Background: an optimization exercise with open tools, aiming at small area and few clock cycles per item. Do not read the settings as production practice. In this exercise RTL edits were held to simulation tests only and were not proved equivalent to the original.

nickel:
==> flow/design.v <==
`timescale 1ns/1ps
package delta_pkg;
    localparam int NUM_COEFFS  = 13;      
    localparam int WINDOW_LEN  = 5;       
    localparam int HIST_FRAMES = 4;       
    localparam int RING_LEN    = HIST_FRAMES * NUM_COEFFS;
    localparam int TENTH_RECIP = 6554;    
    localparam int TENTH_SHIFT = 16;
    localparam int COEFF_W = 16;
    typedef logic signed [15:0] coeff_t;    
    typedef logic signed [18:0] num_t;      
    typedef logic signed [34:0] prod_t;     
    typedef logic signed [17:0] delta_t;    
endpackage
`timescale 1ns/1ps
module delta_datapath (
    input  logic signed [18:0] num,
    output logic signed [15:0] delta    
);
    logic signed [31:0] prod;
    assign prod  = (32'(num) <<< 11) + (32'(num) <<< 10) + (32'(num) <<< 7) + (32'(num) <<< 6)
                 + (32'(num) <<< 3) + (32'(num) <<< 2) + 32'(num);
    assign delta = {num[18], prod[15 +: 15]};
endmodule
module delta_num (
    input  logic [15:0] c0,
    input  logic [15:0] c1,
    input  logic [15:0] c3n,
    input  logic [15:0] c4n,
    output logic [18:0] num
);
    localparam int LO = 8;    
    logic [18:0] x, y, z, w, s1, k1, s2, k2;
    logic [LO:0] cy;
    assign x = {2'b0, c4n, 1'b1};       
    assign y = {3'b0, c1};
    assign z = {3'b0, c3n};
    assign w = {2'b0, c0, 1'b1};        
    assign s1 = x ^ y ^ z;
    assign k1 = {((x & y) | (x & z) | (y & z)), 1'b0};
    assign s2 = s1 ^ k1 ^ w;
    assign k2 = {((s1 & k1) | (s1 & w) | (k1 & w)), 1'b0};
    assign cy[0] = 1'b1;
    for (genvar i = 0; i < LO; i++) begin : g_lo
        assign num[i]  = s2[i] ^ k2[i] ^ cy[i];
        assign cy[i+1] = (s2[i] & k2[i]) | (s2[i] & cy[i]) | (k2[i] & cy[i]);
    end
    assign num[18:LO] = s2[18:LO] + k2[18:LO] + (19'd327680 >> LO) + (19-LO)'(cy[LO]);
endmodule
`timescale 1ns/1ps
module delta_top (
    input  logic   clk,
    input  logic   rst,
    input  logic   in_valid,
    input  delta_pkg::coeff_t in_coeff,
    output logic   in_ready,
    output logic   out_valid,
    output delta_pkg::delta_t out_delta,
    input  logic   out_ready
);
    localparam int NC = delta_pkg::NUM_COEFFS;
    localparam int RL = delta_pkg::RING_LEN;
    localparam int CW = delta_pkg::COEFF_W;
    logic [RL*CW-1:0] ring;          
    logic [5:0]       phase;         
    logic [3:0]       coeff_idx;     
    logic [1:0]       frame_cnt;     
    logic             stall;
    logic             take;
    logic signed [15:0] c_f1, c_f3, c_f4;
    logic signed [18:0] num_d;
    logic signed [18:0] num_q;
    logic signed [15:0] delta_d;
    assign stall    = out_valid && !out_ready;
    assign in_ready = (phase == 6'd0) && !stall;
    assign take     = in_valid && in_ready;
    assign c_f1  = ring[12*CW +: CW];
    assign c_f3  = ~ring[38*CW +: CW];
    assign c_f4  = ~ring[51*CW +: CW];
    delta_num delta_num_inst (
        .c0  ({~in_coeff[15], in_coeff[14:0]}),
        .c1  ({~c_f1[15], c_f1[14:0]}),
        .c3n ({c_f3[15], ~c_f3[14:0]}),
        .c4n ({c_f4[15], ~c_f4[14:0]}),
        .num (num_d)
    );
    delta_datapath delta_datapath_inst (
        .num   (num_q),
        .delta (delta_d)
    );
    always_ff @(posedge clk) begin
        ring[CW +: (RL-1)*CW] <= ring[0 +: (RL-1)*CW];
        ring[1*NC*CW +: CW]   <= ~ring[(NC-1)*CW +: CW];
        ring[0 +: CW]         <= take ? in_coeff : ~ring[(RL-1)*CW +: CW];
        if (take && frame_cnt == 2'd0) begin
            ring[1*NC*CW +: CW] <= ~in_coeff;
            ring[2*NC*CW +: CW] <= ~in_coeff;
        end
    end
    always_ff @(posedge clk) begin
        if (rst) begin
            phase     <= '0;
            coeff_idx <= '0;
            frame_cnt <= '0;
            out_valid <= 1'b0;
        end else begin
            if (!take) begin
                phase <= (phase == 6'(RL-1)) ? 6'd0 : phase + 6'd1;
            end
            if (take) begin
                if (coeff_idx == 4'(NC-1)) begin
                    coeff_idx <= '0;
                    if (frame_cnt != 2'd2) frame_cnt <= frame_cnt + 2'd1;
                end else begin
                    coeff_idx <= coeff_idx + 4'd1;
                end
            end
            if (take) begin
                out_valid <= (frame_cnt == 2'd2);
            end else if (out_ready) begin
                out_valid <= 1'b0;
            end
        end
    end
    always_ff @(posedge clk) begin
        if (take) num_q <= num_d;
    end
    assign out_delta = {{2{delta_d[15]}}, delta_d};
endmodule
Settings: LEC_CHECK=0, CAP_MARGIN=20, CORE_MARGIN=2, CORE_UTILIZATION=55, PLACE_DENSITY=0.65, SLEW_MARGIN=20; clock period 7.0 ns.
standard.sh (not shown) runs the stock make flow with config.mk's settings and CLKGATE_MAP_FILE= SYNTH_SCRIPT=/design/flow/synth_recipe.tcl, a recipe that flattens the netlist after the stock synthesis.
==> flow/flow/run.sh <==
#!/bin/bash
# The standard layout (the standard.sh, standard synthesis unchanged) with
# two make variables changed and one netlist step added:
#  - port buffers use buf_1 instead of the cell buffer_ports picks by itself
#  - the clock tree is built without dummy loads, in clusters of up to 20 sinks
#  - after synthesis, flow/polarity.py flips some full-adder cells (a full adder
#    is self-dual) and rebuilds some half adders so that fewer inverters are
#    needed; registers, ports and
#    all other cells stay as synthesis made them
set -euo pipefail
ARGS=(
  BUFFER_PORTS_ARGS="-buffer_cell sky130_fd_sc_hd__buf_1"
  CTS_ARGS="-sink_clustering_enable -repair_clock_nets -sink_clustering_size 20 -sink_clustering_max_diameter 55 -buf_list sky130_fd_sc_hd__clkbuf_8 -dont_use_dummy_load"
)
RES="$PWD/orfs/results/${FLOW_PLATFORM}/delta_top/base"
bash standard.sh "${ARGS[@]}" "$RES/1_2_yosys.v" > synth.log 2>&1
cp "$RES/1_2_yosys.v" "$RES/1_2_yosys.std.v"
python3 flow/polarity.py "$RES/1_2_yosys.std.v" "$RES/1_2_yosys.v" > polarity.log 2>&1
bash standard.sh "${ARGS[@]}" finish > standard.log 2>&1
Other scripts of this flow, unchanged in this note and not shown: flow/flow/polarity.py
nickel did not stop at any stage, and its layout met the timing, design-rule and antenna checks.
Testbench counts of nickel, summed over its fixed seeds: cycles 5,000, deltas 4,784.
[inputs] indigo vs nickel
Settings: a change of CORE_UTILIZATION from 55 to 72; a change of PLACE_DENSITY from 0.65 to 0.85.
### Flow results
Minimum hold slack, indigo and nickel: smaller value in indigo
Compare indigo and nickel | share of the core filled with cells in the final layout lower: nickel

== run 2 ==
RTL: the design.v shown in full above, as it stands there.
==> flow/config.mk <==
export PLATFORM = sky130hd
export DESIGN_NAME = delta_top
export DESIGN_NICKNAME = delta_top
export VERILOG_FILES = /design/flow/design.v
export SDC_FILE = /design/flow/constraint.sdc
export NUM_CORES = 4
export LEC_CHECK = 0
export CAP_MARGIN = 20
export CORE_MARGIN = 2
export CORE_UTILIZATION = 65
export CTS_BUF_LIST = sky130_fd_sc_hd__clkbuf_8
export CTS_CLUSTER_DIAMETER = 50
export CTS_CLUSTER_SIZE = 16
export PLACE_DENSITY = 0.75
export SLEW_MARGIN = 20
==> flow/constraint.sdc <==
create_clock -name core_clock -period 7.0 [get_ports {clk}]
set_input_delay 1.4000 -clock core_clock [delete_from_list [all_inputs] [get_ports {clk}]]
set_output_delay 1.4000 -clock core_clock [all_outputs]
set_load 0.01 [all_outputs]
==> flow/flow/run.sh <==
#!/bin/bash
# The standard layout (the standard.sh, standard synthesis unchanged) with
# two make variables changed and one netlist step added:
#  - port buffers use buf_1 instead of the cell buffer_ports picks by itself
#  - the clock tree is built without dummy loads, in clusters of up to 10 sinks
#  - after synthesis, flow/polarity.py flips some full-adder cells (a full adder
#    is self-dual) and rebuilds some half adders so that fewer inverters are
#    needed; registers, ports and
#    all other cells stay as synthesis made them
set -euo pipefail
ARGS=(
  BUFFER_PORTS_ARGS="-buffer_cell sky130_fd_sc_hd__buf_1"
  CTS_ARGS="-sink_clustering_enable -repair_clock_nets -sink_clustering_size 10 -sink_clustering_max_diameter 40 -buf_list sky130_fd_sc_hd__clkbuf_4 -dont_use_dummy_load"
)
RES="$PWD/orfs/results/${FLOW_PLATFORM}/delta_top/base"
bash standard.sh "${ARGS[@]}" "$RES/1_2_yosys.v" > synth.log 2>&1
cp "$RES/1_2_yosys.v" "$RES/1_2_yosys.std.v"
python3 flow/polarity.py "$RES/1_2_yosys.std.v" "$RES/1_2_yosys.v" > polarity.log 2>&1
bash standard.sh "${ARGS[@]}" finish > standard.log 2>&1
Other scripts of this flow, unchanged in this note and not shown: flow/flow/polarity.py
Testbench counts of run 2, summed over its fixed seeds: cycles 5,000, deltas 4,784.
Inputs modified between run 2 and run 3:
diff --git a/flow/flow/run.sh b/flow/flow/run.sh
--- a/flow/flow/run.sh
+++ b/flow/flow/run.sh
@@ -5 +5 @@
-#  - the clock tree is built without dummy loads, in clusters of up to 10 sinks
+#  - the clock tree is built without dummy loads, in clusters of up to 20 sinks
@@ -13 +13 @@
-  CTS_ARGS="-sink_clustering_enable -repair_clock_nets -sink_clustering_size 10 -sink_clustering_max_diameter 40 -buf_list sky130_fd_sc_hd__clkbuf_4 -dont_use_dummy_load"
+  CTS_ARGS="-sink_clustering_enable -repair_clock_nets -sink_clustering_size 20 -sink_clustering_max_diameter 55 -buf_list sky130_fd_sc_hd__clkbuf_8 -dont_use_dummy_load"
### Flow results
The clock skew number comes out lower for run 3 vs run 2.
Diff run 2 -> run 3 | highest cell delay on the worst timing path | increase of 0.10 ns
Final cell count for run 3 is lower than for run 2.
[diff] cell area, run 3 relative to run 2: improvement
Worst setup slack improves in run 3 relative to run 2.
When run 3 is measured against run 2, its routing usage on met3 turns out 0.46 points lower.
Any difference in tightest slew margin relative to the limit between run 2 and run 3 is small enough to ignore.
Run 3 against run 2: final antenna diode count now sits lower, slew at the pin closest to its max-slew limit now sits at about the same level.

separate check: timing with driven ports:
Ports are ideal in the flow. The routed layouts listed here were re-timed in OpenROAD.
Step 1 assumes that a clkbuf_16 drives the clock port and a buf_2 every other input.
Step 2, shift: input delay + t, output delay - t, t = (earliest + latest rising clock arrival at the registers) / 2. This alone moves slack from input paths to output paths.
a / b / c = ideal ports / drivers / drivers and shift; a / b = the first two.
run | t (ns) | slack for setup (ns) | clock arrival spread, ns | worst slew at a driven data input, ns | cell pins on the clock port's net
nickel | 0.656 | 0.396 / 0.347 / 0.205 | 0.076 / 0.076 | 0.09 | 1
indigo | 0.607 | 0.425 / 0.377 / 0.034 | 0.128 / 0.128 | 0.07 | 1
run 2 | 0.766 | 0.282 / 0.239 / 0.205 | 0.095 / 0.095 | 0.05 | 1
run 3 | 0.662 | 0.384 / 0.337 / 0.247 | 0.080 / 0.080 | 0.05 | 1
After both steps setup and hold are still met in every run listed. The setup slack of indigo, which loses most, moves by -0.048 ns with the drivers and by -0.391 ns with both steps.
